This is an optimization exercise on Yosys and OpenROAD, whose aim is small area, not a production implementation. In this exercise RTL edits were held to simulation tests only and were not proved equivalent to the original. The flow treats the clock pin as an ideal source, which a real chip does not have. Power figures rest on the tool's default switching activity, not on a simulated workload.

==> flow/design.v <==
package matrix_pkg;
    typedef logic [1:0]         slot_t;   
    typedef logic [2:0]         dim_t;    
    typedef logic signed [15:0] elem_t;   
    typedef logic [7:0]         byte_t;   
    typedef struct packed {
        logic [12:0] rsvd;
        dim_t        dim;
    } dim_word_t;
    typedef union packed {
        elem_t     elem;   
        dim_word_t dw;     
    } num_word_u;
    localparam byte_t CHAR_MINUS = 8'h2D;
    localparam byte_t CHAR_SPACE = 8'h20;
    localparam byte_t CHAR_ZERO  = 8'h30;
    localparam int MAX_DIGITS = 5;   
endpackage
`timescale 1ns/1ns
module matrix_calc_top #(
    parameter int CLK_FREQ  = 100_000_000,
    parameter int BAUD_RATE = 6_250_000      
) (
    input  logic              clk,
    input  logic              rst_n,
    input  logic              rxd,
    input  logic              btn_load,
    input  logic              btn_print,
    input  matrix_pkg::slot_t slot_sel,
    output logic              txd,
    output logic              busy
);
    logic       rx_act;
    logic [7:0] rx_cnt;    
    logic [6:0] rx_sh;
    logic       rx_smp;
    logic       rx_ev;
    logic [7:0] rx_byte;
    assign rx_smp  = rx_act && (rx_cnt[3:0] == 4'd7);
    assign rx_ev   = rx_smp && (rx_cnt[7:4] == 4'd8);
    assign rx_byte = {rxd, rx_sh};
    always_ff @(posedge clk or negedge rst_n) begin
        if (!rst_n) begin
            rx_act <= 1'b0;
            rx_cnt <= '0;
        end else if (!rx_act) begin
            rx_cnt <= '0;
            if (!rxd) rx_act <= 1'b1;             
        end else begin
            rx_cnt <= rx_cnt + 1'b1;
            if (rx_smp && ((rx_cnt[7:4] == 4'd0 && rxd) ||   
                           rx_cnt[7:4] == 4'd9))             
                rx_act <= 1'b0;
        end
    end
    always_ff @(posedge clk) begin
        if (rx_smp && !rx_cnt[7]) rx_sh <= {rxd, rx_sh[6:1]};   
    end
    typedef enum logic [3:0] {
        S_IDLE, L_DIM, L_DIMW, L_DATA,
        P_DIMS, P_FETCH, P_SIGN, P_DIG, P_SPACE, P_FLUSH
    } state_t;
    state_t      st;
    logic [1:0]  slot;
    logic [2:0]  dm, dn;     
    logic [2:0]  r, c;       
    logic        bl_q, bp_q;
    logic        ld_act;
    assign ld_act = (st == L_DIM) || (st == L_DATA);
    assign busy   = (st != S_IDLE) && (st != P_DIMS);
    logic [15:0] acc;
    logic        p_neg;
    logic        p_have;
    logic        pend;
    logic        consume;
    logic        is_dig;
    logic        is_min;
    logic        mul;        
    logic [2:0]  aq;         
    logic [1:0]  cy;
    logic [3:0]  mi;         
    logic        a_i;
    logic        x_i;
    logic [2:0]  msum;
    assign is_dig = (rx_byte[7:4] == 4'h3) && (!rx_byte[3] || rx_byte[2:1] == 2'b00);
    assign is_min = (rx_byte == 8'h2D);
    assign mi   = {rx_cnt[4], rx_cnt[2:0]};
    assign a_i  = p_have && acc[0];                  
    assign x_i  = ((mi[3:2] == 2'b00) && rx_sh[mi[1:0]]) ^ p_neg;
    assign msum = {2'b00, aq[0]} + {2'b00, aq[2]} + {2'b00, x_i} + {1'b0, cy};
    always_ff @(posedge clk or negedge rst_n) begin
        if (!rst_n) begin
            p_neg  <= 1'b0;
            p_have <= 1'b0;
            pend   <= 1'b0;
            mul    <= 1'b0;
        end else if (mul) begin
            if (mi == 4'd15) begin
                mul    <= 1'b0;
                p_have <= 1'b1;
            end
        end else if (rx_ev) begin
            if (is_dig) begin
                mul <= 1'b1;
            end else if (is_min && !p_have) begin
                p_neg <= 1'b1;
            end else begin
                p_neg  <= 1'b0;
                p_have <= 1'b0;
                pend   <= p_have && ld_act;
            end
        end else if (consume) begin
            pend <= 1'b0;
        end
    end
    always_ff @(posedge clk) begin
        if (mul) begin
            acc <= {msum[0], acc[15:1]};
            aq  <= {aq[1:0], a_i};
            cy  <= msum[2:1];
        end else begin
            aq  <= '0;
            cy  <= {1'b0, p_neg};
        end
    end
    logic [2:0]  pr, pc;     
    logic [1:0]  dph;        
    logic        match;
    logic        dmatch;
    logic        we;         
    logic        dwe;        
    assign match  = (pr == r) && (pc == c);
    assign dmatch = (dph == slot);
    always_ff @(posedge clk or negedge rst_n) begin
        if (!rst_n) begin
            pr  <= '0;
            pc  <= '0;
            dph <= '0;
        end else begin
            dph <= dph + 1'b1;
            if (pc == 3'd6) begin
                pc <= '0;
                pr <= (pr == 3'd6) ? 3'd0 : pr + 1'b1;
            end else begin
                pc <= pc + 1'b1;
            end
        end
    end
    localparam int NE = 49;
    localparam int RW = NE * 16;
    logic [RW-1:0] ring0, ring1, ring2, ring3;
    logic [15:0]   rd;
    always_ff @(posedge clk) begin
        ring0 <= {ring0[RW-17:0], (we && slot == 2'd0) ? acc : ring0[RW-1 -: 16]};
        ring1 <= {ring1[RW-17:0], (we && slot == 2'd1) ? acc : ring1[RW-1 -: 16]};
        ring2 <= {ring2[RW-17:0], (we && slot == 2'd2) ? acc : ring2[RW-1 -: 16]};
        ring3 <= {ring3[RW-17:0], (we && slot == 2'd3) ? acc : ring3[RW-1 -: 16]};
    end
    always_comb begin
        case (slot)
            2'd0:    rd = ring0[RW-1 -: 16];
            2'd1:    rd = ring1[RW-1 -: 16];
            2'd2:    rd = ring2[RW-1 -: 16];
            default: rd = ring3[RW-1 -: 16];
        endcase
    end
    logic [11:0] dmr;    
    logic [11:0] dnr;    
    always_ff @(posedge clk or negedge rst_n) begin
        if (!rst_n) dmr <= '0;
        else        dmr <= {dmr[8:0], dwe ? dm : dmr[11:9]};
    end
    always_ff @(posedge clk) begin
        dnr <= {dnr[8:0], dwe ? dn : dnr[11:9]};
    end
    localparam logic [1:0] T_DIG = 2'd0, T_MIN = 2'd1, T_SPC = 2'd2, T_NONE = 2'd3;
    logic [7:0] tx_cnt;      
    logic [1:0] ttype;
    logic [3:0] d;
    logic       tx_act;
    logic       send;
    logic [7:0] ch;
    logic [3:0] tb;
    assign tx_act = !(tx_cnt[7] && tx_cnt[5]);
    assign tb     = tx_cnt[7:4];
    always_comb begin
        case (ttype)
            T_DIG:   ch = {4'h3, d};
            T_MIN:   ch = 8'h2D;
            default: ch = 8'h20;
        endcase
    end
    always_comb begin
        if (!tx_act || tb == 4'd9) txd = 1'b1;
        else if (tb == 4'd0)       txd = 1'b0;
        else                       txd = ch[3'(tb - 4'd1)];
    end
    always_ff @(posedge clk or negedge rst_n) begin
        if (!rst_n)      tx_cnt <= 8'hA0;
        else if (send)   tx_cnt <= '0;
        else if (tx_act) tx_cnt <= tx_cnt + 1'b1;
    end
    logic [14:0] W;
    logic        e;
    logic [2:0]  p;
    logic        started;
    logic [13:0] K;
    logic [15:0] T;
    logic        take;
    logic [3:0]  dcur;
    logic        step;
    always_comb begin
        case (p)
            3'd4:    K = 14'd10000 - 14'(e);
            3'd3:    K = 14'd1000 - 14'(e);
            3'd2:    K = 14'd100 - 14'(e);
            default: K = 14'd10 - 14'(e);
        endcase
    end
    assign T    = {1'b0, W} - {2'b0, K};
    assign take = !T[15];
    assign dcur = (ttype == T_DIG) ? 4'd0 : d;       
    assign step = !tx_act || (ttype != T_DIG);
    logic last_c, last_r;
    assign last_c = (c == dn - 1'b1);
    assign last_r = (r == dm - 1'b1);
    always_comb begin
        we      = (st == L_DATA) && pend && match;
        dwe     = (st == L_DIMW) && dmatch;
        consume = 1'b0;
        send    = 1'b0;
        case (st)
            L_DIM:  consume = pend;
            L_DATA: consume = we;
            P_SIGN, P_SPACE: send = !tx_act;
            P_DIG: if (!tx_act) begin
                if (p == 3'd0) send = 1'b1;
                else if (!take && (dcur != 4'd0 || started)) send = 1'b1;
            end
            default: ;
        endcase
    end
    state_t st_n;
    logic [1:0] slot_n, ttype_n;
    logic [2:0] dm_n, dn_n, r_n, c_n, p_n;
    logic [3:0] d_n;
    logic [14:0] W_n;
    logic e_n, started_n;
    always_comb begin
        st_n = st;
        slot_n = slot;
        dm_n = dm;
        dn_n = dn;
        r_n = r;
        c_n = c;
        ttype_n = ttype;
        d_n = d;
        W_n = W;
        e_n = e;
        p_n = p;
        started_n = started;
        case (st)
            S_IDLE: begin
                if (btn_load && !bl_q) begin
                    slot_n = slot_sel;
                    dm_n   = '0;
                    st_n   = L_DIM;
                end else if (btn_print && !bp_q) begin
                    slot_n = slot_sel;
                    st_n   = P_DIMS;
                end
            end
            L_DIM: if (pend && acc[2:0] != 3'd0) begin
                if (dm == 3'd0) begin
                    dm_n = acc[2:0];
                end else begin
                    dn_n = acc[2:0];
                    st_n = L_DIMW;
                end
            end
            L_DIMW: if (dmatch) begin
                r_n  = '0;
                c_n  = '0;
                st_n = L_DATA;
            end
            L_DATA: if (we) begin
                if (last_c) begin
                    c_n = '0;
                    if (last_r) st_n = S_IDLE;
                    else r_n = r + 1'b1;
                end else begin
                    c_n = c + 1'b1;
                end
            end
            P_DIMS: if (dmatch) begin
                dm_n = dmr[11:9];
                dn_n = dnr[11:9];
                r_n  = '0;
                c_n  = '0;
                st_n = (dmr[11:9] == 3'd0) ? P_FLUSH : P_FETCH;
            end
            P_FETCH: if (match) begin
                W_n       = rd[14:0] ^ {15{rd[15]}};
                e_n       = rd[15];
                p_n       = 3'd4;
                d_n       = '0;
                started_n = 1'b0;
                st_n      = rd[15] ? P_SIGN : P_DIG;
            end
            P_SIGN: if (!tx_act) begin
                ttype_n = T_MIN;
                st_n    = P_DIG;
            end
            P_DIG: if (step) begin
                if (!tx_act) ttype_n = T_NONE;
                if (p == 3'd0) begin
                    if (!tx_act) begin
                        d_n     = W[3:0] + 4'(e);
                        ttype_n = T_DIG;
                        st_n    = P_SPACE;
                    end
                end else if (take) begin
                    W_n = T[14:0];
                    e_n = 1'b0;
                    d_n = dcur + 1'b1;
                end else if (dcur != 4'd0 || started) begin
                    if (!tx_act) begin
                        d_n       = dcur;
                        ttype_n   = T_DIG;
                        started_n = 1'b1;
                        p_n       = p - 1'b1;
                    end
                end else begin
                    d_n = '0;
                    p_n = p - 1'b1;
                end
            end
            P_SPACE: if (!tx_act) begin
                ttype_n = T_SPC;
                st_n    = P_FETCH;
                if (last_c) begin
                    c_n = '0;
                    if (last_r) st_n = P_FLUSH;
                    else r_n = r + 1'b1;
                end else begin
                    c_n = c + 1'b1;
                end
            end
            P_FLUSH: if (!tx_act) st_n = S_IDLE;
            default: st_n = S_IDLE;
        endcase
    end
    always_ff @(posedge clk or negedge rst_n) begin
        if (!rst_n) begin
            st    <= S_IDLE;
            bl_q  <= 1'b0;
            bp_q  <= 1'b0;
            ttype <= T_NONE;
            d     <= '0;
        end else begin
            st    <= st_n;
            bl_q  <= btn_load;
            bp_q  <= btn_print;
            ttype <= ttype_n;
            d     <= d_n;
        end
    end
    always_ff @(posedge clk) begin
        slot    <= slot_n;
        dm      <= dm_n;
        dn      <= dn_n;
        r       <= r_n;
        c       <= c_n;
        W       <= W_n;
        e       <= e_n;
        p       <= p_n;
        started <= started_n;
    end
endmodule
==> flow/flow/run.sh <==
#!/bin/bash
# Standard layout, with the clock tree built without dummy balancing loads.
set -o pipefail
export CTS_ARGS="-sink_clustering_enable -repair_clock_nets -sink_clustering_size 30 -sink_clustering_max_diameter 70 -dont_use_dummy_load"
bash standard.sh > standard.log 2>&1
==> flow/standard.sh <==
#!/bin/bash
# synth_recipe.tcl (not shown) runs the flow's synth.tcl, then flattens the netlist and writes it again
# the make line also repeats each setting of config.mk as NAME=value (left out here)
make -C /OpenROAD-flow-scripts/flow DESIGN_CONFIG=/design/flow/config.mk WORK_HOME=/design/flow/orfs CLKGATE_MAP_FILE= SYNTH_SCRIPT=/design/flow/synth_recipe.tcl "${@:-finish}"
==> flow/config.mk <==
export PLATFORM = sky130hd
export DESIGN_NAME = matrix_calc_top
export DESIGN_NICKNAME = matrix_calc_top
export VERILOG_FILES = /design/flow/design.v
export SDC_FILE = /design/flow/constraint.sdc
export NUM_CORES = 4
export LEC_CHECK = 0
export CAP_MARGIN = 20
export CORE_MARGIN = 2
export CORE_UTILIZATION = 75
export CTS_CLUSTER_DIAMETER = 70
export CTS_CLUSTER_SIZE = 30
export PLACE_DENSITY = 0.85
export SLEW_MARGIN = 20
==> flow/constraint.sdc <==
create_clock -name core_clock -period 10.0 [get_ports {clk}]
set_input_delay 2.0000 -clock core_clock [delete_from_list [all_inputs] [get_ports {clk}]]
set_output_delay 2.0000 -clock core_clock [all_outputs]
set_load 0.01 [all_outputs]
==> flow_summary.json, run 1 <==
{
  "outcome": "complete, no violations",
  "ir_drop_v": 0.000208,
  "core-area_um2": 93300,
  "cp_num_buf_inv": 2,
  "critPathKind": "flop to primary output",
  "postRouteAntennaNets": 0,
  "port_buffers": 8,
  "drc": 0,
  "internal_power_mw": 15.5,
  "grt-busiest-layer": "met2",
  "hold_buffers": 0,
  "timing.fmax_mhz": 193,
  "cp-startpoint": "tx_cnt[5]",
  "power_frac_clock_pct": 29.4,
  "finalSetupViolCount": 0,
  "initial_core_util_pct": 75.8,
  "dpl.hpwl_mm": 64.1,
  "rows": 112,
  "yosys.area.top_type": "dfxtp_1",
  "yosys-top-cells-area": "dfxtp_1 89%, edfxtp_1 2.4%, dfrtp_1 1.7%, mux2_2 1.1%, ha_1 0.57%",
  "clockBufferDepth": 3,
  "p_sw_share_pct": 20.7,
  "grt_pass1_wl_mm": 181,
  "wl_mm": 119,
  "ys_warn_count": 1,
  "avgSynthCellArea_um2": 18.3,
  "pwr-share-comb_pct": 2.5,
  "crit_path_end": "txd",
  "ys_ff_latch": 3263,
  "slew_viol_final": 0,
  "cpMaxStageDelayCell": "clkdlybuf4s50_1",
  "grt_overflow": 0,
  "synth_nets": 3913,
  "syn2layout_area_growth_pct": 6.49,
  "synth.most_common_cell": "dfxtp_1",
  "cts_tree": "done",
  "p_leak_nw": 30.1,
  "antenna_found_initial": 8,
  "cellPowerDensity_nw_per_um2": 260,
  "netlist_area_um2": 70700,
  "dieArea_um2": 96800,
  "dr.pass1.iters": 5,
  "ys_seq_area_share_pct": 93.6,
  "crit_arrival_ns": 3.18,
  "clkLatencyLatePin_ns": 0.75,
  "clkSinkCount": 3263,
  "gp_congestion": 0.818,
  "rrSetupSlack_ns": 6.00,
  "met3_usage_pct": 3.39,
  "cp_slowest_stage_delay_ns": 0.63,
  "fin_nets": 4020,
  "grt_max_degree": 54,
  "synth_cell_type_count": 71,
  "grt_util_met2_pct": 46.2,
  "cts_resized": 0,
  "setup_ws_ns": 4.82,
  "max_slew_margin_pct": 26.8,
  "tns_ns": 0,
  "drive_above_1_share_pct": 5.86,
  "clk_pin_slew_ns": 0.11,
  "netlist_instances": 3871,
  "critical_path.max_fanout": 8,
  "dpl_worst_slack_ns": 5.50,
  "worst-r2r-cell-count": 10,
  "synth_common_cells": "3153 x dfxtp_1, 70 x mux2_2, 57 x edfxtp_1",
  "grt_pass1_vias": 28812,
  "cp-start-kind": "flop",
  "cts-root-buf": "clkbuf_16",
  "routed_via_density": 4.95,
  "seqPwrFrac_pct": 68.2,
  "die_w_um": 311,
  "critPathRequiredTime_ns": 8.00,
  "clock_skew_ns": 0.0722,
  "path_cells": "inv_1 -> ha_1 -> mux2i_1 -> a21oi_1 -> o2111ai_1 -> a32oi_1 -> clkdlybuf4s50_1",
  "drt-wirelength-per-cell_um": 22.7,
  "synth_edf_count": 57,
  "num_vias": 25924,
  "worst_pin_slew_ns": 1.07,
  "r2r_end": "d[1]",
  "hold_class": "flop to flop",
  "min_period_over_period_pct": 51.8,
  "max_cap_violations": 0,
  "io_pins": 9,
  "p_sw_mw": 4.07,
  "synth_top_area_share_pct": 89.3,
  "hold_violations": 0,
  "die-height_um": 311,
  "cts_setup_buffers": 0,
  "cts-htree-levels": 3,
  "end_kind": "primary output",
  "drt_first_iter_violations": 1890,
  "rsz0062_at_grt": "false",
  "final_core_util_pct": 80.7,
  "cts_made_buffers": 120,
  "use_met1_pct": 30.8,
  "synthFlopType": "dfxtp_1",
  "crit_family": "buffers and inverters",
  "worstSetupPathDepth": 7,
  "async_reset_ff_share_pct": 1.62,
  "grt_util_all_layers_pct": 25.2,
  "timing.hold.ws_ns": 0.272,
  "finalCriticalPeriod_ns": 5.18,
  "rr_startpoint": "p[0]"
}
## stage by stage
stage | area [µm²] | instances | total power, mW
after detailed placement | 72300 | 5109 | 14.1
after CTS | 75300 | 5229 | 19.7
after global routing | 75300 | 5230 | 20.1
after global placement | 72300 | 5109 | 14.1
after floorplan | 70700 | 3871 | 13.9
final | 75300 | 5234 | 19.6
## sequential cells by signal (all words and copies together), names as in the netlist, 4 cells and up, named ones only
register  flops
rx_cnt        8
ring3       784
dmr          12
ring1       784
ring2       784
d             4
tx_cnt        8
W            15
st            4
acc          16
rx_sh         7
dnr          12
ring0       784
## worst reg2reg max path, delay by kind of cell, from the launching register on
kind / cells / cell delay [ns]
adders and majority gates: 2 / 0.66
buffers and inverters: 1 / 0.09
DFF: 1 / 0.38
muxes: 1 / 0.38
AOI/OAI and AO/OA: 6 / 2.39
## metal layers
metal / share of wire (%) / up-vias
li1: - / 12346
met1: 40 / 12720
met2: 53 / 607
met3: 3.3 / 247
met4: 3.5 / 4
met5: 0.019 / -
## worst min-delay path by stage
| stage | start | end | cells after the start |
|---|---|---|---|
| after floorplan | dnr[7] | dnr[10] | 0 |
| after global placement | ring1[573] | ring1[589] | 0 |
| after detailed placement | ring0[475] | ring0[491] | 0 |
| after CTS | ring3[365] | ring3[381] | 0 |
| after global routing | ring3[141] | ring3[157] | 0 |
| final | ring1[478] | ring1[494] | 0 |
## logic make-up (layout without fill, tap and decap cells)
| family | Yosys count | after routing | synth area share [%] |
|---|---|---|---|
| other | 0 | 4 | 0 |
| flip-flops | 3263 | 3263 | 93.6 |
| XOR/XNOR | 57 | 57 | 0.725 |
| AO/OA/AOI/OAI | 141 | 141 | 1.31 |
| buffers and inverters | 66 | 171 | 0.396 |
| adder cells (fa/ha/maj) | 35 | 35 | 0.651 |
| AND/OR/NAND/NOR | 212 | 212 | 1.58 |
| multiplexers | 97 | 97 | 1.78 |
## power groups by stage
stage | sequential [mW] | clock [mW] | combinational [mW]
3_5_place_dp | 13.7 | 0 | 0.457
6_report | 13.4 | 5.76 | 0.483
2_1_floorplan | 13.6 | 0 | 0.353
5_1_grt | 13.4 | 6.22 | 0.531
4_1_cts | 13.4 | 5.84 | 0.475
3_3_place_gp | 13.6 | 0 | 0.441
## layout by cell type, fill, tap and decap left out, types with 22 or more instances in the layout
cell / instances
nor2_1: 47
dfxtp_1: 3153
mux2_2: 70
nand2_1: 50
o21ai_0: 31
dfrtp_1: 49
ha_1: 32
xor2_1: 35
a21oi_1: 38
edfxtp_1: 57
clkbuf_16: 120
nand3_1: 22
inv_1: 34
## layout make-up
type	instances	area [µm²]
Antenna cell	4	10.0
Clock buffer	120	3000
Fill cell	4212	18000
Inverter	35	131
Multi-Input combinational cell	542	4280
Sequential cell	3263	66200
Tap cell	1254	1570
Timing Repair Buffer	16	155
==> run 2: changes to the inputs <==
--- a/flow/design.v
+++ b/flow/design.v
@@ -31,5 +31,26 @@
     output logic              busy
 );
-    logic       rx_act;
+    function automatic logic [7:0] inc8(input logic [7:0] a);
+        logic c;
+        c = 1'b1;
+        for (int i = 0; i < 8; i++) begin
+            inc8[i] = a[i] ^ c;
+            c       = c & a[i];
+        end
+    endfunction
+    function automatic logic [3:0] inc4(input logic [3:0] a, input logic ci);
+        logic c;
+        c = ci;
+        for (int i = 0; i < 4; i++) begin
+            inc4[i] = a[i] ^ c;
+            c       = c & a[i];
+        end
+    endfunction
+    function automatic logic [2:0] inc3(input logic [2:0] a);
+        inc3 = {a[2] ^ (a[1] & a[0]), a[1] ^ a[0], ~a[0]};
+    endfunction
+    function automatic logic [2:0] dec3(input logic [2:0] a);
+        dec3 = {a[2] ^ ~(a[1] | a[0]), a[1] ^ ~a[0], ~a[0]};
+    endfunction
     logic [7:0] rx_cnt;    
     logic [6:0] rx_sh;
@@ -37,19 +58,17 @@
     logic       rx_ev;
     logic [7:0] rx_byte;
-    assign rx_smp  = rx_act && (rx_cnt[3:0] == 4'd7);
+    assign rx_smp  = (rx_cnt[3:0] == 4'd7);
     assign rx_ev   = rx_smp && (rx_cnt[7:4] == 4'd8);
     assign rx_byte = {rxd, rx_sh};
     always_ff @(posedge clk or negedge rst_n) begin
         if (!rst_n) begin
-            rx_act <= 1'b0;
             rx_cnt <= '0;
-        end else if (!rx_act) begin
+        end else if (rx_cnt == 8'd0) begin
+            rx_cnt <= {7'd0, !rxd};               
+        end else if (rx_smp && ((rx_cnt[7:4] == 4'd0 && rxd) ||   
+                                rx_cnt[7:4] == 4'd9)) begin       
             rx_cnt <= '0;
-            if (!rxd) rx_act <= 1'b1;             
         end else begin
-            rx_cnt <= rx_cnt + 1'b1;
-            if (rx_smp && ((rx_cnt[7:4] == 4'd0 && rxd) ||   
-                           rx_cnt[7:4] == 4'd9))             
-                rx_act <= 1'b0;
+            rx_cnt <= inc8(rx_cnt);
         end
     end
@@ -88,5 +107,9 @@
     assign a_i  = p_have && acc[0];                  
     assign x_i  = ((mi[3:2] == 2'b00) && rx_sh[mi[1:0]]) ^ p_neg;
-    assign msum = {2'b00, aq[0]} + {2'b00, aq[2]} + {2'b00, x_i} + {1'b0, cy};
+    logic ms1, mc1, mca;
+    assign ms1  = aq[0] ^ aq[2] ^ x_i;
+    assign mc1  = (aq[0] & aq[2]) | (x_i & (aq[0] ^ aq[2]));
+    assign mca  = ms1 & cy[0];
+    assign msum = {(mc1 & cy[1]) | (mca & (mc1 ^ cy[1])), mc1 ^ cy[1] ^ mca, ms1 ^ cy[0]};
     always_ff @(posedge clk or negedge rst_n) begin
         if (!rst_n) begin
@@ -138,10 +161,10 @@
             dph <= '0;
         end else begin
-            dph <= dph + 1'b1;
+            dph <= {dph[1] ^ dph[0], ~dph[0]};
             if (pc == 3'd6) begin
                 pc <= '0;
-                pr <= (pr == 3'd6) ? 3'd0 : pr + 1'b1;
+                pr <= (pr == 3'd6) ? 3'd0 : inc3(pr);
             end else begin
-                pc <= pc + 1'b1;
+                pc <= inc3(pc);
             end
         end
@@ -192,12 +215,21 @@
     end
     always_comb begin
-        if (!tx_act || tb == 4'd9) txd = 1'b1;
-        else if (tb == 4'd0)       txd = 1'b0;
-        else                       txd = ch[3'(tb - 4'd1)];
+        case (tb)
+            4'd0:    txd = !tx_act;
+            4'd1:    txd = ch[0];
+            4'd2:    txd = ch[1];
+            4'd3:    txd = ch[2];
+            4'd4:    txd = ch[3];
+            4'd5:    txd = ch[4];
+            4'd6:    txd = ch[5];
+            4'd7:    txd = ch[6];
+            4'd8:    txd = ch[7];
+            default: txd = 1'b1;    
+        endcase
     end
     always_ff @(posedge clk or negedge rst_n) begin
         if (!rst_n)      tx_cnt <= 8'hA0;
         else if (send)   tx_cnt <= '0;
-        else if (tx_act) tx_cnt <= tx_cnt + 1'b1;
+        else if (tx_act) tx_cnt <= inc8(tx_cnt);
     end
     logic [14:0] W;
@@ -211,18 +243,35 @@
     logic        step;
     always_comb begin
-        case (p)
-            3'd4:    K = 14'd10000 - 14'(e);
-            3'd3:    K = 14'd1000 - 14'(e);
-            3'd2:    K = 14'd100 - 14'(e);
-            default: K = 14'd10 - 14'(e);
+        case ({p, e})
+            4'b1000: K = 14'd10000;
+            4'b1001: K = 14'd9999;
+            4'b0110: K = 14'd1000;
+            4'b0111: K = 14'd999;
+            4'b0100: K = 14'd100;
+            4'b0101: K = 14'd99;
+            4'b0010: K = 14'd10;
+            default: K = 14'd9;
         endcase
     end
-    assign T    = {1'b0, W} - {2'b0, K};
+    always_comb begin : sub_w
+        logic cb;
+        cb = 1'b1;                        
+        for (int i = 0; i < 16; i++) begin
+            logic a, b;
+            a    = (i < 15) ? W[i] : 1'b0;
+            b    = (i < 14) ? ~K[i] : 1'b1;
+            T[i] = a ^ b ^ cb;
+            cb   = (a & b) | (cb & (a ^ b));
+        end
+    end
     assign take = !T[15];
     assign dcur = (ttype == T_DIG) ? 4'd0 : d;       
     assign step = !tx_act || (ttype != T_DIG);
     logic last_c, last_r;
-    assign last_c = (c == dn - 1'b1);
-    assign last_r = (r == dm - 1'b1);
+    logic [2:0] r_inc, c_inc;
+    assign r_inc  = inc3(r);
+    assign c_inc  = inc3(c);
+    assign last_c = (c_inc == dn);
+    assign last_r = (r_inc == dm);
     always_comb begin
         we      = (st == L_DATA) && pend && match;
@@ -288,7 +337,7 @@
                     c_n = '0;
                     if (last_r) st_n = S_IDLE;
-                    else r_n = r + 1'b1;
+                    else r_n = r_inc;
                 end else begin
-                    c_n = c + 1'b1;
+                    c_n = c_inc;
                 end
             end
@@ -316,5 +365,5 @@
                 if (p == 3'd0) begin
                     if (!tx_act) begin
-                        d_n     = W[3:0] + 4'(e);
+                        d_n     = inc4(W[3:0], e);
                         ttype_n = T_DIG;
                         st_n    = P_SPACE;
@@ -323,5 +372,5 @@
                     W_n = T[14:0];
                     e_n = 1'b0;
-                    d_n = dcur + 1'b1;
+                    d_n = inc4(dcur, 1'b1);
                 end else if (dcur != 4'd0 || started) begin
                     if (!tx_act) begin
@@ -329,9 +378,9 @@
                         ttype_n   = T_DIG;
                         started_n = 1'b1;
-                        p_n       = p - 1'b1;
+                        p_n       = dec3(p);
                     end
                 end else begin
                     d_n = '0;
-                    p_n = p - 1'b1;
+                    p_n = dec3(p);
                 end
             end
@@ -342,7 +391,7 @@
                     c_n = '0;
                     if (last_r) st_n = P_FLUSH;
-                    else r_n = r + 1'b1;
+                    else r_n = r_inc;
                 end else begin
-                    c_n = c + 1'b1;
+                    c_n = c_inc;
                 end
             end
@@ -357,5 +406,4 @@
             bp_q  <= 1'b0;
             ttype <= T_NONE;
-            d     <= '0;
         end else begin
             st    <= st_n;
@@ -363,8 +411,10 @@
             bp_q  <= btn_print;
             ttype <= ttype_n;
-            d     <= d_n;
         end
     end
     always_ff @(posedge clk) begin
+        d <= d_n;
+    end
+    always_ff @(posedge clk) begin
         slot    <= slot_n;
         dm      <= dm_n;
==> flow/run.sh (new file) <==
#!/bin/bash
# synth_recipe.tcl (not shown) runs the flow's synth.tcl, then flattens the netlist and writes it again
# the make line also repeats each setting of config.mk as NAME=value (left out here)
make -C /OpenROAD-flow-scripts/flow DESIGN_CONFIG=/design/flow/config.mk WORK_HOME=/design/flow/orfs CLKGATE_MAP_FILE= SYNTH_SCRIPT=/design/flow/synth_recipe.tcl finish
removed: flow/flow/run.sh
removed: flow/standard.sh
==> flow_summary.json, run 2 <==
{
  "outcome": "complete, no violations",
  "synth_compound_area_share_pct": 0.963,
  "cts-htree-levels": 3,
  "hold_buffers": 0,
  "end_kind": "flop",
  "crit_arrival_ns": 9.08,
  "grt_overflow": 0,
  "dpl.hpwl_mm": 63.2,
  "synth_top_family_by_area": "multiplexers",
  "cpMaxStageDelayCell": "nor3_1",
  "synth_top_area_share_pct": 89.8,
  "timing.hold.ws_ns": 0.316,
  "setup_ws_ns": 1.62,
  "syn2layout_area_growth_pct": 6.97,
  "tns_ns": 0,
  "routed_via_density": 5.02,
  "dr.pass1.iters": 7,
  "rows": 112,
  "grt_pass1_wl_mm": 183,
  "highest_layer": "met5",
  "slew_viol_final": 0,
  "dieArea_um2": 96200,
  "fin_nets": 3932,
  "gp_congestion": 0.767,
  "die-height_um": 310,
  "p_leak_nw": 30.2,
  "crit_top_cell": "fa_1",
  "synth_cell_type_count": 65,
  "timing.fmax_mhz": 119,
  "finalCriticalPeriod_ns": 8.38,
  "wl_met3_mm": 6.12,
  "initial_core_util_pct": 75.5,
  "final_common_cell": "dfxtp_1",
  "cts_made_buffers": 120,
  "ys_warn_count": 1,
  "path_cells": "inv_1 -> nor3_1 -> o21bai_1 -> ha_1 -> fa_1 -> fa_1 -> fa_1 -> fa_1 -> fa_1 -> fa_1 -> fa_1 -> fa_1 -> fa_1 -> fa_1 -> ha_1 -> ha_1 -> fa_1 -> ha_1 -> o21ai_0 -> a31oi_1 -> nor3_1 -> mux2_2",
  "max_cap_violations": 0,
  "yosys-top-cells-area": "dfxtp_1 90%, edfxtp_1 2.6%, dfrtp_1 1.6%, mux2_2 0.95%, mux4_2 0.54%",
  "cts-root-buf": "clkbuf_16",
  "synth_xor_area_share_pct": 0.513,
  "max_slew_margin_pct": 24.9,
  "netlist_area_um2": 70300,
  "rrSetupSlack_ns": 1.62,
  "cp_slowest_stage_delay_ns": 0.80,
  "yosys.area.top_type": "dfxtp_1",
  "synthSimpleGateAreaFrac_pct": 1.13,
  "cts_tree": "done",
  "met2_length_mm": 63.2,
  "clkSinkCount": 3262,
  "worst_pin_slew_ns": 1.12,
  "port_buffers": 8,
  "hold_violations": 0,
  "drt-wirelength-per-cell_um": 23.9,
  "grt_util_all_layers_pct": 26.3,
  "synthFlopType": "dfxtp_1",
  "drt_first_iter_violations": 2216,
  "clockBufferDepth": 3,
  "grt_pass1_vias": 28437,
  "wl_mm": 123,
  "synth.most_common_cell": "dfxtp_1",
  "critPathRequiredTime_ns": 10.70,
  "drt-met1-wl_mm": 48.6,
  "core-area_um2": 93000,
  "avgSynthCellArea_um2": 18.6,
  "multi_input_area_um2": 3850,
  "crit_family": "adder cells",
  "synth_edf_count": 61,
  "io_pins": 9,
  "fin_cells": 5175,
  "rsz0062_at_grt": "false",
  "fillers": 3933,
  "clkLatencyLatePin_ns": 0.74,
  "ir_drop_v": 0.000204,
  "num_vias": 25961,
  "min_period_over_period_pct": 83.8,
  "clk_pin_slew_ns": 0.11,
  "drive_above_1_share_pct": 6.51,
  "clock_skew_ns": 0.0359,
  "die_w_um": 310,
  "ff_latch_area_um2": 66200,
  "cellPowerDensity_nw_per_um2": 257,
  "ys_seq_area_share_pct": 94.1,
  "critical_path.max_fanout": 8,
  "cts_setup_buffers": 0,
  "finalSetupViolCount": 0,
  "netlist_instances": 3771,
  "cp_num_buf_inv": 1,
  "synth_common_cells": "3153 x dfxtp_1, 61 x edfxtp_1, 59 x mux2_2",
  "yosys-mux-area-fraction_pct": 1.96,
  "synth-adder-area-share_pct": 0.869,
  "final_cell_mix": "3153 x dfxtp_1, 121 x clkbuf_16, 61 x edfxtp_1",
  "antenna_found_initial": 11,
  "cts_resized": 0,
  "place_inst": 5014,
  "synth_nets": 3819,
  "grt_max_degree": 49,
  "critPathKind": "flop to flop",
  "postRouteAntennaNets": 0,
  "async_reset_ff_share_pct": 1.47,
  "hold_class": "flop to flop",
  "ys_ff_latch": 3262,
  "drc": 0,
  "cp-start-kind": "flop",
  "dpl_worst_slack_ns": 1.91
}
-- run 2: cell types whose count changed after synthesis, sizes merged, moves of 7 or more --
| cell | before | now |
|---|---|---|
| nand2 | 50 | 33 |
| o21ai | 31 | 18 |
| nand3 | 24 | 12 |
| xor2 | 35 | 23 |
| fa | 3 | 13 |
| nor2b | 13 | 3 |
| o211ai | 10 | 1 |
| and3 | 11 | 3 |
| nor3 | 20 | 12 |
| xnor2 | 21 | 13 |
| clkbuf | 19 | 12 |
| mux2 | 72 | 79 |
| nor2 | 47 | 54 |
-- run 2: logic make-up (layout without fill, tap and decap cells) --
kind of cell	count (synthesis)	after routing
AOI/OAI and AO/OA	103	103
xor gates and xnor gates	38	38
adders and majority gates	41	41
buffers and inverters	67	213
DFF	3262	3262
muxes	99	99
other	0	4
and+or+nand+nor	161	161
-- run 2: worst reg2reg max path, delay by kind of cell (launching register included) --
kind	cells	cell delay [ns]
flops	1	0.47
buf+inv	1	0.13
compound gates	3	0.67
mux	1	0.32
fa+ha+maj	15	5.36
simple gates	2	1.39
-- run 2: layout make-up --
class,instances,share of cell area [%]
Clock inverter,12,0.231
Inverter,40,0.200
Tap cell,1254,2.09
Multi-Input combinational cell,442,5.12
Antenna cell,4,0.0133
Clock buffer,143,4.15
Sequential cell,3262,88.0
Timing Repair Buffer,18,0.213
-- run 2: report_power, final --
part           total, mW  internal [mW]  switching [mW]
combinational      0.177         0.0635           0.113
clock               5.96           2.25            3.71
sequential          13.2           13.1           0.117
-- run 2: worst paths after layout --
path | start | end | depth (start not counted)
worst min register to register | ring0[732] | ring0[748] | 0
worst min-delay path | ring0[732] | ring0[748] | 0
worst max register to register | p[2] | tx_cnt[0] | 22
worst max-delay path | p[2] | tx_cnt[0] | 22
max in group asynchronous | rst_n | rx_cnt[7] | 1
min in group asynchronous | rst_n | tx_cnt[1] | 1
-- run 2: routing by layer --
metal,up-vias,track usage (%)
met3,378,4.68
met2,881,46.3
met5,-,0
li1,12010,-
met1,12684,32.2
met4,8,11.1
-- run 2: stage by stage --
| step | total power [mW] | utilization [%] | area (µm²) |
|---|---|---|---|
| 2_1_floorplan | 13.5 | - | 70300 |
| 4_1_cts | 19.4 | 80.8 | 75100 |
| 5_1_grt | 19.8 | 80.8 | 75200 |
| 3_3_place_gp | 13.6 | 77.2 | 71900 |
| 3_5_place_dp | 13.6 | 77.2 | 71900 |
| 6_report | 19.4 | 80.8 | 75200 |
==> run 3: changes to the inputs <==
--- a/flow/design.v
+++ b/flow/design.v
@@ -77,14 +77,15 @@
     end
     typedef enum logic [3:0] {
-        S_IDLE, L_DIM, L_DIMW, L_DATA,
+        S_IDLE, L_M, L_MW, L_N, L_NW, L_DATA,
         P_DIMS, P_FETCH, P_SIGN, P_DIG, P_SPACE, P_FLUSH
     } state_t;
     state_t      st;
     logic [1:0]  slot;
-    logic [2:0]  dm, dn;     
+    logic        last_c;     
+    logic        last_r;     
     logic [2:0]  r, c;       
     logic        bl_q, bp_q;
     logic        ld_act;
-    assign ld_act = (st == L_DIM) || (st == L_DATA);
+    assign ld_act = (st == L_M) || (st == L_N) || (st == L_DATA);
     assign busy   = (st != S_IDLE) && (st != P_DIMS);
     logic [15:0] acc;
@@ -152,5 +153,6 @@
     logic        dmatch;
     logic        we;         
-    logic        dwe;        
+    logic        dwe_m;      
+    logic        dwe_n;      
     assign match  = (pr == r) && (pc == c);
     assign dmatch = (dph == slot);
@@ -192,8 +194,8 @@
     always_ff @(posedge clk or negedge rst_n) begin
         if (!rst_n) dmr <= '0;
-        else        dmr <= {dmr[8:0], dwe ? dm : dmr[11:9]};
+        else        dmr <= {dmr[8:0], dwe_m ? acc[2:0] : dmr[11:9]};
     end
     always_ff @(posedge clk) begin
-        dnr <= {dnr[8:0], dwe ? dn : dnr[11:9]};
+        dnr <= {dnr[8:0], dwe_n ? acc[2:0] : dnr[11:9]};
     end
     localparam logic [1:0] T_DIG = 2'd0, T_MIN = 2'd1, T_SPC = 2'd2, T_NONE = 2'd3;
@@ -268,17 +270,23 @@
     assign dcur = (ttype == T_DIG) ? 4'd0 : d;       
     assign step = !tx_act || (ttype != T_DIG);
-    logic last_c, last_r;
     logic [2:0] r_inc, c_inc;
     assign r_inc  = inc3(r);
     assign c_inc  = inc3(c);
-    assign last_c = (c_inc == dn);
-    assign last_r = (r_inc == dm);
+    always_ff @(posedge clk) begin
+        if (dmatch) begin
+            last_c <= (c_inc == dnr[11:9]);
+            last_r <= (r_inc == dmr[11:9]);
+        end
+    end
     always_comb begin
         we      = (st == L_DATA) && pend && match;
-        dwe     = (st == L_DIMW) && dmatch;
+        dwe_m   = (st == L_MW) && dmatch;
+        dwe_n   = (st == L_NW) && dmatch;
         consume = 1'b0;
         send    = 1'b0;
         case (st)
-            L_DIM:  consume = pend;
+            L_M, L_N: consume = pend && (acc[2:0] == 3'd0);    
+            L_MW:   consume = dwe_m;
+            L_NW:   consume = dwe_n;
             L_DATA: consume = we;
             P_SIGN, P_SPACE: send = !tx_act;
@@ -292,5 +300,5 @@
     state_t st_n;
     logic [1:0] slot_n, ttype_n;
-    logic [2:0] dm_n, dn_n, r_n, c_n, p_n;
+    logic [2:0] r_n, c_n, p_n;
     logic [3:0] d_n;
     logic [14:0] W_n;
@@ -299,6 +307,4 @@
         st_n = st;
         slot_n = slot;
-        dm_n = dm;
-        dn_n = dn;
         r_n = r;
         c_n = c;
@@ -313,6 +319,5 @@
                 if (btn_load && !bl_q) begin
                     slot_n = slot_sel;
-                    dm_n   = '0;
-                    st_n   = L_DIM;
+                    st_n   = L_M;
                 end else if (btn_print && !bp_q) begin
                     slot_n = slot_sel;
@@ -320,13 +325,8 @@
                 end
             end
-            L_DIM: if (pend && acc[2:0] != 3'd0) begin
-                if (dm == 3'd0) begin
-                    dm_n = acc[2:0];
-                end else begin
-                    dn_n = acc[2:0];
-                    st_n = L_DIMW;
-                end
-            end
-            L_DIMW: if (dmatch) begin
+            L_M:  if (pend && acc[2:0] != 3'd0) st_n = L_MW;
+            L_MW: if (dmatch) st_n = L_N;
+            L_N:  if (pend && acc[2:0] != 3'd0) st_n = L_NW;
+            L_NW: if (dmatch) begin
                 r_n  = '0;
                 c_n  = '0;
@@ -343,6 +343,4 @@
             end
             P_DIMS: if (dmatch) begin
-                dm_n = dmr[11:9];
-                dn_n = dnr[11:9];
                 r_n  = '0;
                 c_n  = '0;
@@ -418,6 +416,4 @@
     always_ff @(posedge clk) begin
         slot    <= slot_n;
-        dm      <= dm_n;
-        dn      <= dn_n;
         r       <= r_n;
         c       <= c_n;
==> flow_summary.json, run 3 <==
{
  "netlist_area_um2": 70200,
  "num_vias": 25016,
  "critical_path.max_fanout": 10,
  "port_buffers": 8,
  "drc": 0,
  "final_cell_mix": "3153 x dfxtp_1, 120 x clkbuf_16, 57 x edfxtp_1",
  "hold_class": "flop to flop",
  "yosys.area.top_type": "dfxtp_1",
  "grt_overflow": 0,
  "cp-start-kind": "flop",
  "clock_skew_ns": 0.0382,
  "synth.most_common_cell": "dfxtp_1",
  "max_slew_margin_pct": 22.7,
  "rrSetupSlack_ns": 2.16,
  "ff_latch_area_um2": 66000,
  "synth_nets": 3823,
  "synth_top_area_share_pct": 89.9,
  "multi_input_area_um2": 3830,
  "cts_setup_buffers": 0,
  "critPathKind": "flop to flop",
  "crit_path_end": "d[3]",
  "synth_cell_type_count": 69,
  "final_common_cell": "dfxtp_1",
  "finalCriticalPeriod_ns": 7.84,
  "power_frac_clock_pct": 30.9,
  "drive_above_1_share_pct": 6.12,
  "grt_util_all_layers_pct": 25.0,
  "path_cells": "inv_1 -> nor3_1 -> o21bai_1 -> ha_1 -> fa_1 -> fa_1 -> fa_1 -> fa_1 -> fa_1 -> fa_1 -> fa_1 -> fa_1 -> fa_1 -> fa_1 -> ha_1 -> ha_1 -> fa_1 -> ha_1 -> a21boi_0 -> nor2_1 -> nand2_1 -> a21oi_1",
  "async_reset_ff_share_pct": 1.47,
  "p_sw_share_pct": 19.7,
  "gp_congestion": 0.743,
  "hold_violations": 0,
  "crit_top_cell": "fa_1",
  "clk_pin_slew_ns": 0.11,
  "seqPwrFrac_pct": 68.6,
  "synthFlopType": "dfxtp_1",
  "grt_pass1_vias": 27694,
  "core-area_um2": 93000,
  "routed_via_density": 4.85,
  "timing.fmax_mhz": 128,
  "clkSinkCount": 3258,
  "worst_pin_slew_ns": 1.16,
  "grt_pass1_wl_mm": 175,
  "wl_mm": 116,
  "synth_common_cells": "3153 x dfxtp_1, 57 x edfxtp_1, 50 x nor2_1",
  "rsz0062_at_grt": "false",
  "drt_first_iter_violations": 1761,
  "p_leak_nw": 30.1,
  "clkLatencyLatePin_ns": 0.75,
  "yosys-top-cells-area": "dfxtp_1 90%, edfxtp_1 2.4%, dfrtp_1 1.6%, mux2_2 0.66%, mux2_4 0.64%",
  "dieArea_um2": 96100,
  "ys_seq_area_share_pct": 94.1,
  "netlist_instances": 3775,
  "syn2layout_area_growth_pct": 6.65,
  "placed_cell_area_um2": 71700,
  "postRouteAntennaNets": 0,
  "fillers": 4120,
  "io_pins": 9,
  "cts_resized": 0,
  "cts-htree-levels": 3,
  "cts-root-buf": "clkbuf_16",
  "fin_cells": 5160,
  "place_inst": 5014,
  "r2r_end": "d[3]",
  "worst-r2r-cell-count": 22,
  "p_sw_mw": 3.74,
  "fin_nets": 3929,
  "cts_made_buffers": 119,
  "fin_area_um2": 74900,
  "crit_arrival_ns": 8.22,
  "outcome": "complete, no violations",
  "grt_max_degree": 49,
  "cellPowerDensity_nw_per_um2": 254,
  "rr_startpoint": "p[2]",
  "dr.pass1.iters": 5,
  "initial_core_util_pct": 75.5,
  "die_w_um": 310,
  "pwr-share-comb_pct": 0.5,
  "dpl.hpwl_mm": 60.1,
  "antenna_found_initial": 11,
  "cts_tree": "done",
  "avgSynthCellArea_um2": 18.6,
  "clockBufferDepth": 3,
  "hold_buffers": 0,
  "end_kind": "flop",
  "max_cap_violations": 0,
  "cpMaxStageDelayCell": "nor3_1",
  "drt-wirelength-per-cell_um": 22.4,
  "slew_viol_final": 0,
  "ys_warn_count": 1,
  "cp_slowest_stage_delay_ns": 0.68,
  "die-height_um": 310,
  "ys_ff_latch": 3258,
  "ir_drop_v": 0.000283,
  "critPathRequiredTime_ns": 10.38,
  "synth_edf_count": 57,
  "internal_power_mw": 15.3,
  "cp-startpoint": "p[2]",
  "rows": 112,
  "min_period_over_period_pct": 78.4,
  "tns_ns": 0,
  "finalSetupViolCount": 0
}
## run 3: cell count changes in the layout (fill, tap and decap cells not counted), moves of 5 or more
| cell | change |
|---|---|
| a22o_1 | -11 |
| nand2_1 | +8 |
| clkbuf_1 | -5 |
| nor3_1 | +10 |
| nor2b_1 | +10 |
| mux2_2 | -18 |
| mux2_4 | +10 |
| nand3_1 | -5 |
## run 3: layout make-up
class | count | share of cell area, %
diodes | 1 | 0.00334
clock buffers | 137 | 4.11
flip-flops and latches | 3258 | 88.2
multi-input cells | 448 | 5.11
inverters | 39 | 0.195
clock inverters | 8 | 0.124
well taps | 1254 | 2.10
repair buffers | 15 | 0.170
## run 3: metrics by stage
| stage | setup WS [ns] | power [mW] | util, % | hold WS, ns |
|---|---|---|---|---|
| floorplan | 2.44 | 13.4 | - | 0.310 |
| global placement | 2.29 | 13.4 | 77.1 | 0.310 |
| detailed placement | 2.24 | 13.4 | 77.1 | 0.312 |
| CTS | 2.20 | 19.1 | 80.5 | 0.308 |
| global route | 1.75 | 19.5 | 80.5 | 0.321 |
| finish | 2.16 | 19.0 | 80.5 | 0.315 |
## run 3: logic make-up after synthesis
family	Yosys count	synth area share, %
buffers and inverters	69	0.503
and+or+nand+nor	178	1.31
AOI/OAI and AO/OA	97	0.857
xor gates and xnor gates	39	0.487
muxes	93	1.92
DFF	3258	94.1
adders and majority gates	41	0.870
## run 3: per-layer routing
metal | GRT usage, % | share of wire (%) | up-vias | wire, µm
li1 | - | - | 11995 | -
met1 | 31.4 | 41 | 12412 | 47600
met2 | 45.6 | 53 | 409 | 61400
met3 | 3.32 | 2.8 | 196 | 3270
met4 | 6.95 | 2.9 | 4 | 3310
met5 | 0 | 0.015 | - | 17
## run 3: worst min-delay path by stage
stage                     slack [ns]    endpoint        from  cells after the start
after floorplan                 0.31     dnr[10]      dnr[7]                      0
after global placement          0.31  ring0[448]  ring0[432]                      0
after detailed placement        0.31  ring1[440]  ring1[424]                      0
after CTS                       0.31  ring2[525]  ring2[509]                      0
after global routing            0.32  ring2[702]  ring2[686]                      0
final                           0.31  ring2[525]  ring2[509]                      0
## run 3: power groups by stage
stage / clock network [mW] / registers [mW] / logic, mW
2_1_floorplan: 0 / 13.3 / 0.0456
3_3_place_gp: 0 / 13.3 / 0.0641
3_5_place_dp: 0 / 13.3 / 0.0751
4_1_cts: 5.95 / 13.0 / 0.0886
5_1_grt: 6.34 / 13.0 / 0.0967
6_report: 5.87 / 13.0 / 0.0914
## run 3: worst max-delay path: cells and delay by family (launching register included)
kind,cells,cell delay [ns]
compound gates,3,0.77
simple gates,3,0.92
fa+ha+maj,15,5.24
buf+inv,1,0.12
flops,1,0.46
==> run 4: changes to the inputs <==
==> flow/flow/run.sh (new file) <==
#!/bin/bash
# Standard layout, plus a power-recovery resizing pass after clock tree
# synthesis that downsizes gates which have timing slack to spare.
set -euo pipefail
R=orfs/results/sky130hd/matrix_calc_top/base
bash standard.sh cts > standard_cts.log 2>&1
openroad -no_init -exit flow/recover.tcl > recover.log 2>&1
bash standard.sh > standard_finish.log 2>&1
==> flow/flow/recover.tcl (new file) <==
# Downsize non-critical gates after CTS (same cell footprints, same registers).
set R orfs/results/sky130hd/matrix_calc_top/base
read_liberty $::env(FLOW_HOME)/platforms/sky130hd/lib/sky130_fd_sc_hd__tt_025C_1v80.lib
read_db $R/4_cts.odb
read_sdc $R/4_cts.sdc
source $::env(FLOW_HOME)/platforms/sky130hd/setRC.tcl
set_dont_use [get_lib_cells {sky130_fd_sc_hd__probe* sky130_fd_sc_hd__lpflow_*}]
set_propagated_clock [all_clocks]
estimate_parasitics -placement
report_design_area
repair_timing -recover_power 100
detailed_placement
check_placement -verbose
estimate_parasitics -placement
report_design_area
report_worst_slack -max
report_worst_slack -min
write_db $R/4_cts.odb
==> flow/standard.sh (new file) <==
#!/bin/bash
# synth_recipe.tcl (not shown) runs the flow's synth.tcl, then flattens the netlist and writes it again
# the make line also repeats each setting of config.mk as NAME=value (left out here)
make -C /OpenROAD-flow-scripts/flow DESIGN_CONFIG=/design/flow/config.mk WORK_HOME=/design/flow/orfs CLKGATE_MAP_FILE= SYNTH_SCRIPT=/design/flow/synth_recipe.tcl "${@:-finish}"
removed: flow/run.sh
==> flow_summary.json, run 4 <==
{
  "cpMaxStageDelayCell": "clkbuf_1",
  "timing.hold.ws_ns": 0.314,
  "finalCriticalPeriod_ns": 8.13,
  "hold_buffers": 0,
  "worst_pin_slew_ns": 1.13,
  "synth_common_cells": "3153 x dfxtp_1, 57 x edfxtp_1, 50 x nor2_1",
  "power_frac_clock_pct": 30.9,
  "p_sw_share_pct": 19.7,
  "critPathKind": "flop to flop",
  "antenna_found_initial": 13,
  "grt_overflow": 0,
  "outcome": "complete, no violations",
  "cts_made_buffers": 119,
  "min_period_over_period_pct": 81.3,
  "clkSinkCount": 3258,
  "pwr-share-comb_pct": 0.5,
  "clock_skew_ns": 0.0358,
  "clkLatencyLatePin_ns": 0.75,
  "dpl.hpwl_mm": 60.1,
  "timing.fmax_mhz": 123,
  "core-area_um2": 93000,
  "die-height_um": 310,
  "grt_max_degree": 49,
  "path_cells": "inv_1 -> nor3_1 -> o21bai_1 -> ha_1 -> fa_1 -> fa_1 -> fa_1 -> fa_1 -> fa_1 -> fa_1 -> fa_1 -> fa_1 -> fa_1 -> fa_1 -> ha_1 -> ha_1 -> fa_1 -> ha_1 -> nor2_1 -> o21ai_0 -> a21oi_1 -> clkbuf_1",
  "finalSetupViolCount": 0,
  "die_w_um": 310,
  "clk_pin_slew_ns": 0.11,
  "crit_arrival_ns": 8.49,
  "avgSynthCellArea_um2": 18.6,
  "grt_pass1_wl_mm": 175,
  "hold_class": "flop to flop",
  "dieArea_um2": 96100,
  "final_cell_mix": "3153 x dfxtp_1, 120 x clkbuf_16, 57 x edfxtp_1",
  "initial_core_util_pct": 75.5,
  "final_core_util_pct": 80.4,
  "internal_power_mw": 15.3,
  "fin_nets": 3932,
  "drc": 0,
  "cts_tree": "done",
  "synth_top_area_share_pct": 89.9,
  "io_pins": 9,
  "critical_path.max_fanout": 16,
  "gp_congestion": 0.743,
  "ir_drop_v": 0.000284,
  "slew_viol_final": 0,
  "cts-htree-levels": 3,
  "p_sw_mw": 3.74,
  "syn2layout_area_growth_pct": 6.52,
  "seqPwrFrac_pct": 68.6,
  "cp_slowest_stage_delay_ns": 0.77,
  "ys_warn_count": 1,
  "drive_above_1_share_pct": 5.04,
  "ys_seq_area_share_pct": 94.1,
  "hold_violations": 0,
  "end_kind": "flop",
  "crit_family": "adder cells",
  "synthFlopType": "dfxtp_1",
  "max_slew_margin_pct": 24.4,
  "netlist_area_um2": 70200,
  "async_reset_ff_share_pct": 1.47,
  "cts_resized": 0,
  "rows": 112,
  "cellPowerDensity_nw_per_um2": 254,
  "crit_top_cell": "fa_1",
  "finalPower_mw": 19.0,
  "netlist_instances": 3775,
  "grt_util_all_layers_pct": 25.0,
  "postRouteAntennaNets": 0,
  "drt_first_iter_violations": 1759,
  "rsz0062_at_grt": "false",
  "cp_num_buf_inv": 2,
  "yosys.area.top_type": "dfxtp_1",
  "critPathRequiredTime_ns": 10.36,
  "max_cap_violations": 0,
  "port_buffers": 8,
  "cp-start-kind": "flop",
  "wl_mm": 116,
  "ys_ff_latch": 3258,
  "num_vias": 24979,
  "cts-root-buf": "clkbuf_16",
  "synth.most_common_cell": "dfxtp_1",
  "synth_nets": 3823,
  "routed_via_density": 4.84,
  "grt_pass1_vias": 27692,
  "tns_ns": 0,
  "clockBufferDepth": 3,
  "yosys-top-cells-area": "dfxtp_1 90%, edfxtp_1 2.4%, dfrtp_1 1.6%, mux2_2 0.66%, mux2_4 0.64%",
  "synth_cell_type_count": 69,
  "synth_edf_count": 57,
  "cts_setup_buffers": 0,
  "drt-wirelength-per-cell_um": 22.4,
  "dr.pass1.iters": 5,
  "final_common_cell": "dfxtp_1",
  "p_leak_nw": 30.1
}
==> run 4: cell counts after synthesis <==
Identical to the previous run, type by type.
==> run 4: power by group through the flow <==
stage               sequential, mW  clock [mW]  combinational [mW]
floorplan                     13.3           0              0.0456
global placement              13.3           0              0.0641
detailed placement            13.3           0              0.0751
CTS                           13.0        5.95              0.0886
global route                  13.0        6.34              0.0958
finish                        13.0        5.87              0.0904
==> run 4: final timing paths <==
check                      startpoint          to  slack, ns  cells past startpoint
max reg2reg                      p[2]       W[12]       1.87                     22
max                              p[2]       W[12]       1.87                     22
max in group asynchronous       rst_n         mul       8.05                      2
min                        ring2[509]  ring2[525]       0.31                      0
min in group asynchronous       rst_n   tx_cnt[3]       1.41                      2
min reg2reg                ring2[509]  ring2[525]       0.31                      0
==> run 4: cell families (layout without fill, tap and decap cells) <==
logic type,after synthesis,count (layout),synth area share [%]
flip-flops,3258,3258,94.1
AND/OR/NAND/NOR,178,178,1.31
AO/OA/AOI/OAI,97,97,0.857
multiplexers,93,93,1.92
buffers and inverters,69,202,0.503
adder cells (fa/ha/maj),41,41,0.870
XOR/XNOR,39,39,0.487
other,0,1,0
==> run 4: routing by layer <==
metal / wire (µm) / part of all wire (%) / up-vias / track usage, %
met5: 21 / 0.018 / - / 0
met2: 61600 / 53 / 419 / 45.7
met4: 3170 / 2.7 / 4 / 6.83
li1: - / - / 12002 / -
met3: 3200 / 2.8 / 194 / 3.24
met1: 47700 / 41 / 12360 / 31.4
==> run 4: layout make-up <==
type	count	area, µm²
Tap cell	1254	1570
Sequential cell	3258	66000
Fill cell	4162	18300
Multi-Input combinational cell	448	3710
Inverter	39	146
Clock buffer	137	3080
Antenna cell	1	2.50
Timing Repair Buffer	18	151
Clock inverter	8	92.6
==> run 4: through the flow <==
step	instance area (µm²)	cells	worst slack, ns
4_1_cts	74900	5159	2.20
6_report	74800	5163	1.87
2_1_floorplan	70200	3775	2.44
3_5_place_dp	71700	5014	2.24
3_3_place_gp	71700	5014	2.29
5_1_grt	74800	5162	1.35
==> run 5: changes to the inputs <==
--- a/flow/flow/recover.tcl
+++ b/flow/flow/recover.tcl
@@ -10,6 +10,11 @@
 report_design_area
 repair_timing -recover_power 100
-detailed_placement
-check_placement -verbose
+# Downsizing only shrinks cells in place; legalize only if that left an
+# illegal placement.
+if {[catch {check_placement -verbose} msg]} {
+  puts "check_placement failed ($msg); legalizing"
+  detailed_placement
+  check_placement -verbose
+}
 estimate_parasitics -placement
 report_design_area
==> flow_summary.json, run 5 <==
{
  "outcome": "complete, no violations",
  "fin_nets": 3932,
  "dr.pass1.iters": 5,
  "yosys.area.top_type": "dfxtp_1",
  "fin_area_um2": 74800,
  "min_period_over_period_pct": 81.3,
  "slew_viol_final": 0,
  "synth_common_cells": "3153 x dfxtp_1, 57 x edfxtp_1, 50 x nor2_1",
  "ys_ff_latch": 3258,
  "critPathKind": "flop to flop",
  "clock_skew_ns": 0.0358,
  "dieArea_um2": 96100,
  "cts-root-buf": "clkbuf_16",
  "cts_tree": "done",
  "finalPower_mw": 19.0,
  "netlist_area_um2": 70200,
  "cp-start-kind": "flop",
  "grt_overflow": 0,
  "routed_via_density": 4.84,
  "cts_resized": 0,
  "grt_max_degree": 49,
  "clockBufferDepth": 3,
  "rr_startpoint": "p[2]",
  "synth.most_common_cell": "dfxtp_1",
  "clkSinkCount": 3258,
  "tns_ns": 0,
  "end_kind": "flop",
  "critPathRequiredTime_ns": 10.36,
  "initial_core_util_pct": 75.5,
  "rsz0062_at_grt": "false",
  "clkLatencyLatePin_ns": 0.75,
  "crit_arrival_ns": 8.49,
  "async_reset_ff_share_pct": 1.47,
  "gp_congestion": 0.743,
  "die-height_um": 310,
  "drt_first_iter_violations": 1759,
  "num_vias": 24979,
  "core-area_um2": 93000,
  "io_pins": 9,
  "syn2layout_area_growth_pct": 6.52,
  "drt-wirelength-per-cell_um": 22.4,
  "placed_cell_area_um2": 71700,
  "max_slew_margin_pct": 24.4,
  "die_w_um": 310,
  "critical_path.max_fanout": 16,
  "synth_top_area_share_pct": 89.9,
  "finalSetupViolCount": 0,
  "antenna_found_initial": 13,
  "avgSynthCellArea_um2": 18.6,
  "fin_cells": 5163,
  "final_cell_mix": "3153 x dfxtp_1, 120 x clkbuf_16, 57 x edfxtp_1",
  "grt_pass1_wl_mm": 175,
  "hold_class": "flop to flop",
  "grt_pass1_vias": 27692,
  "final_common_cell": "dfxtp_1",
  "ys_warn_count": 1,
  "clk_pin_slew_ns": 0.11,
  "ys_seq_area_share_pct": 94.1,
  "hp-start": "ring2[509]",
  "cts_made_buffers": 119,
  "finalCriticalPeriod_ns": 8.13,
  "hold_violations": 0,
  "cp-startpoint": "p[2]",
  "hold_buffers": 0,
  "cts-htree-levels": 3,
  "cts_setup_buffers": 0,
  "synth_cell_type_count": 69,
  "synth_nets": 3823,
  "ir_drop_v": 0.000284,
  "grt_util_all_layers_pct": 25.0,
  "rows": 112,
  "synthFlopType": "dfxtp_1",
  "p_leak_nw": 30.1,
  "synth_edf_count": 57,
  "max_cap_violations": 0,
  "place_inst": 5014,
  "dpl.hpwl_mm": 60.1,
  "wl_mm": 116,
  "worst_pin_slew_ns": 1.13,
  "drive_above_1_share_pct": 5.04,
  "netlist_instances": 3775,
  "port_buffers": 8,
  "postRouteAntennaNets": 0,
  "drc": 0,
  "yosys-top-cells-area": "dfxtp_1 90%, edfxtp_1 2.4%, dfrtp_1 1.6%, mux2_2 0.66%, mux2_4 0.64%",
  "timing.fmax_mhz": 123,
  "cellPowerDensity_nw_per_um2": 254
}
run 5: cell counts after synthesis:
No cell type changed its count.
run 5: cell type report:
class	instances	area, µm²
Multi-Input combinational cell	448	3710
Clock inverter	8	92.6
Timing Repair Buffer	18	151
Inverter	39	146
Sequential cell	3258	66000
Fill cell	4162	18300
Antenna cell	1	2.50
Clock buffer	137	3080
Tap cell	1254	1570
run 5: path summary, 6_finish.rpt:
check | to | slack (ns) | depth (start not counted)
max | W[12] | 1.87 | 22
min | ring2[525] | 0.31 | 0
max reg2reg | W[12] | 1.87 | 22
min reg2reg | ring2[525] | 0.31 | 0
max in group asynchronous | mul | 8.05 | 2
min in group asynchronous | tx_cnt[3] | 1.41 | 2
run 5: layer usage:
metal | GRT usage [%] | vias to the layer above | share of wire [%]
li1 | - | 12002 | -
met1 | 31.4 | 12360 | 41
met2 | 45.7 | 419 | 53
met3 | 3.24 | 194 | 2.8
met4 | 6.83 | 4 | 2.7
met5 | 0 | - | 0.018
run 5: report_power, final:
group          leakage, nW  internal [mW]  switching [mW]
Combinational         2.04         0.0321          0.0584
Clock                 1.55           2.21            3.66
Sequential            26.5           13.0          0.0195
Total                 30.1           15.3            3.74
run 5: critical path, stage by stage (launching register included):
cell and delay, ns:
edfxtp_1 0.46, inv_1 0.12, nor3_1 0.67, o21bai_1 0.17, ha_1 0.24, fa_1 0.38
fa_1 0.38, fa_1 0.40, fa_1 0.39, fa_1 0.39, fa_1 0.39, fa_1 0.41
fa_1 0.39, fa_1 0.39, fa_1 0.38, ha_1 0.20, ha_1 0.19, fa_1 0.37
ha_1 0.32, nor2_1 0.12, o21ai_0 0.09, a21oi_1 0.16, clkbuf_1 0.77
run 5: logic make-up after synthesis:
group,share of synthesized area (%)
compound gates,0.857
xor+xnor,0.487
fa+ha+maj,0.870
buf+inv,0.503
flops,94.1
mux,1.92
simple gates,1.31
run 5: stage by stage:
step                worst slack, ns  hold WS (ns)  util, %
detailed placement             2.24         0.312     77.1
global route                   1.35         0.322     80.4
finish                         1.87         0.314     80.4
global placement               2.29         0.310     77.1
floorplan                      2.44         0.310        -
CTS                            2.20         0.308     80.5
==> run 6: changes to the inputs <==
==> flow/flow/run.sh (replaced) <==
#!/bin/bash
# Standard layout; after clock tree synthesis, the dummy clock loads are
# removed and a power-recovery resizing pass
# downsizes gates which have timing slack to spare.
set -euo pipefail
R=orfs/results/sky130hd/matrix_calc_top/base
bash standard.sh cts > standard_cts.log 2>&1
openroad -no_init -exit flow/recover.tcl > recover.log 2>&1
bash standard.sh > standard_finish.log 2>&1
--- a/flow/flow/recover.tcl
+++ b/flow/flow/recover.tcl
@@ -1,3 +1,4 @@
-# Downsize non-critical gates after CTS (same cell footprints, same registers).
+# After CTS: drop dummy clock loads, then downsize non-critical gates
+# (same cell footprints, same registers).
 set R orfs/results/sky130hd/matrix_calc_top/base
 read_liberty $::env(FLOW_HOME)/platforms/sky130hd/lib/sky130_fd_sc_hd__tt_025C_1v80.lib
@@ -7,4 +8,16 @@
 set_dont_use [get_lib_cells {sky130_fd_sc_hd__probe* sky130_fd_sc_hd__lpflow_*}]
 set_propagated_clock [all_clocks]
+estimate_parasitics -placement
+report_design_area
+# Remove the clock tree's dummy balancing loads: they drive nothing, and
+# without them the clock nets carry less load.
+set n 0
+foreach inst [[ord::get_db_block] getInsts] {
+  if {[string match clkload* [$inst getName]]} {
+    odb::dbInst_destroy $inst
+    incr n
+  }
+}
+puts "Removed $n dummy clock loads"
 estimate_parasitics -placement
 report_design_area
==> flow_summary.json, run 6 <==
{
  "clock_skew_ns": 0.0633,
  "syn2layout_area_growth_pct": 6.24,
  "drt_first_iter_violations": 1772,
  "final_common_cell": "dfxtp_1",
  "drt-met1-wl_mm": 47.4,
  "path_cells": "inv_1 -> nor3_1 -> o21bai_1 -> ha_1 -> fa_1 -> fa_1 -> fa_1 -> fa_1 -> fa_1 -> fa_1 -> fa_1 -> fa_1 -> fa_1 -> fa_1 -> ha_1 -> ha_1 -> fa_1 -> ha_1 -> nor2_1 -> o21ai_0 -> a21oi_1 -> clkbuf_1",
  "min_period_over_period_pct": 81.0,
  "final_cell_mix": "3153 x dfxtp_1, 119 x clkbuf_16, 57 x edfxtp_1",
  "dr.pass1.iters": 5,
  "highest_layer": "met5",
  "drc": 0,
  "ir_drop_v": 0.000284,
  "p_leak_nw": 30.0,
  "cts-root-buf": "clkbuf_16",
  "max_cap_violations": 0,
  "io_pins": 9,
  "grt_util_all_layers_pct": 25.0,
  "synth_cell_type_count": 69,
  "port_buffers": 8,
  "yosys.area.top_type": "dfxtp_1",
  "ys_warn_count": 1,
  "synthFlopType": "dfxtp_1",
  "yosys-top-cells-area": "dfxtp_1 90%, edfxtp_1 2.4%, dfrtp_1 1.6%, mux2_2 0.66%, mux2_4 0.64%",
  "synth_top_area_share_pct": 89.9,
  "cts-htree-levels": 3,
  "critical_path.max_fanout": 16,
  "dpl.hpwl_mm": 60.1,
  "synth.most_common_cell": "dfxtp_1",
  "cts_resized": 0,
  "crit_top_cell": "fa_1",
  "die-height_um": 310,
  "clkSinkCount": 3258,
  "max_slew_margin_pct": 25.1,
  "finalCriticalPeriod_ns": 8.10,
  "tns_ns": 0,
  "fin_nets": 3932,
  "hold_buffers": 0,
  "num_vias": 24940,
  "initial_core_util_pct": 75.5,
  "cellPowerDensity_nw_per_um2": 253,
  "die_w_um": 310,
  "cts_made_buffers": 119,
  "outcome": "complete, no violations",
  "ys_ff_latch": 3258,
  "finalSetupViolCount": 0,
  "crit_arrival_ns": 8.41,
  "async_reset_ff_share_pct": 1.47,
  "cts_setup_buffers": 0,
  "clkLatencyLatePin_ns": 0.74,
  "clockBufferDepth": 3,
  "synth_edf_count": 57,
  "drt-wirelength-per-cell_um": 22.5,
  "netlist_instances": 3775,
  "finalPower_mw": 18.9,
  "rsz0062_at_grt": "false",
  "critPathRequiredTime_ns": 10.31,
  "cp-start-kind": "flop",
  "netlist_area_um2": 70200,
  "wl_mm": 115,
  "cpMaxStageDelayCell": "clkbuf_1",
  "worst_pin_slew_ns": 1.12,
  "avgSynthCellArea_um2": 18.6,
  "end_kind": "flop",
  "critPathKind": "flop to flop",
  "hold_violations": 0,
  "timing.fmax_mhz": 123,
  "gp_congestion": 0.743,
  "synth_nets": 3823,
  "wl_met3_mm": 3.21,
  "drive_above_1_share_pct": 4.82,
  "met2_length_mm": 61.5,
  "hold_class": "flop to flop",
  "antenna_found_initial": 13,
  "core-area_um2": 93000,
  "n_antenna_cell": 0,
  "synth_common_cells": "3153 x dfxtp_1, 57 x edfxtp_1, 50 x nor2_1",
  "ys_seq_area_share_pct": 94.1,
  "grt_max_degree": 49,
  "grt_pass1_vias": 27635,
  "rows": 112,
  "cp_slowest_stage_delay_ns": 0.76,
  "cts_tree": "done",
  "dieArea_um2": 96100,
  "clk_pin_slew_ns": 0.10,
  "postRouteAntennaNets": 0,
  "routed_via_density": 4.86,
  "grt_overflow": 0,
  "slew_viol_final": 0,
  "grt_pass1_wl_mm": 175
}
-- run 6: metal layers --
layer | track usage, % | up-vias
met1 | 31.4 | 12342
met2 | 45.6 | 437
met3 | 3.24 | 188
li1 | - | 11971
met4 | 6.85 | 2
met5 | 0 | -
-- run 6: power breakdown --
group	internal [mW]	switching (mW)	total, mW	leakage, nW
registers	13.0	0.0202	13.0	26.5
logic	0.0319	0.0578	0.0897	2.04
clock network	2.14	3.59	5.74	1.47
total	15.2	3.67	18.9	30.0
-- run 6: cells by family after synthesis --
| group | after synthesis | share of synthesized area (%) |
|---|---|---|
| DFF | 3258 | 94.1 |
| and+or+nand+nor | 178 | 1.31 |
| AOI/OAI and AO/OA | 97 | 0.857 |
| muxes | 93 | 1.92 |
| buffers and inverters | 69 | 0.503 |
| adders and majority gates | 41 | 0.870 |
| xor gates and xnor gates | 39 | 0.487 |
-- run 6: stage by stage --
stage          std cells  cell area, µm²  utilization (%)  worst slack (ns)  hold slack [ns]
5_1_grt             5136           74600             80.2              1.39            0.303
3_5_place_dp        5014           71700             77.1              2.24            0.312
2_1_floorplan       3775           70200                -              2.44            0.310
6_report            5136           74600             80.2              1.90            0.298
3_3_place_gp        5014           71700             77.1              2.29            0.310
4_1_cts             5159           74900             80.5              2.20            0.308
-- run 6: cell type report --
cell class	count	area, µm²
clock buffer	119	2980
fill	4201	18500
inverter	39	146
multi-input combinational	448	3710
sequential	3258	66000
tap	1254	1570
timing repair buffer	18	151
-- run 6: final timing paths --
kind / cells past startpoint / startpoint / to / slack, ns
setup reg to reg: 22 / p[2] / W[0] / 1.90
hold reg to reg: 0 / ring2[509] / ring2[525] / 0.30
max in group asynchronous: 2 / rst_n / mul / 8.00
hold / removal: 0 / ring2[509] / ring2[525] / 0.30
setup / recovery: 22 / p[2] / W[0] / 1.90
min in group asynchronous: 2 / rst_n / tx_cnt[2] / 1.44
-- run 6: critical path, delay by kind of cell, from the launching register on --
family          cells  cell delay [ns]
buf+inv             2             0.87
flops               1             0.45
compound gates      3             0.42
fa+ha+maj          15             5.22
simple gates        2             0.78
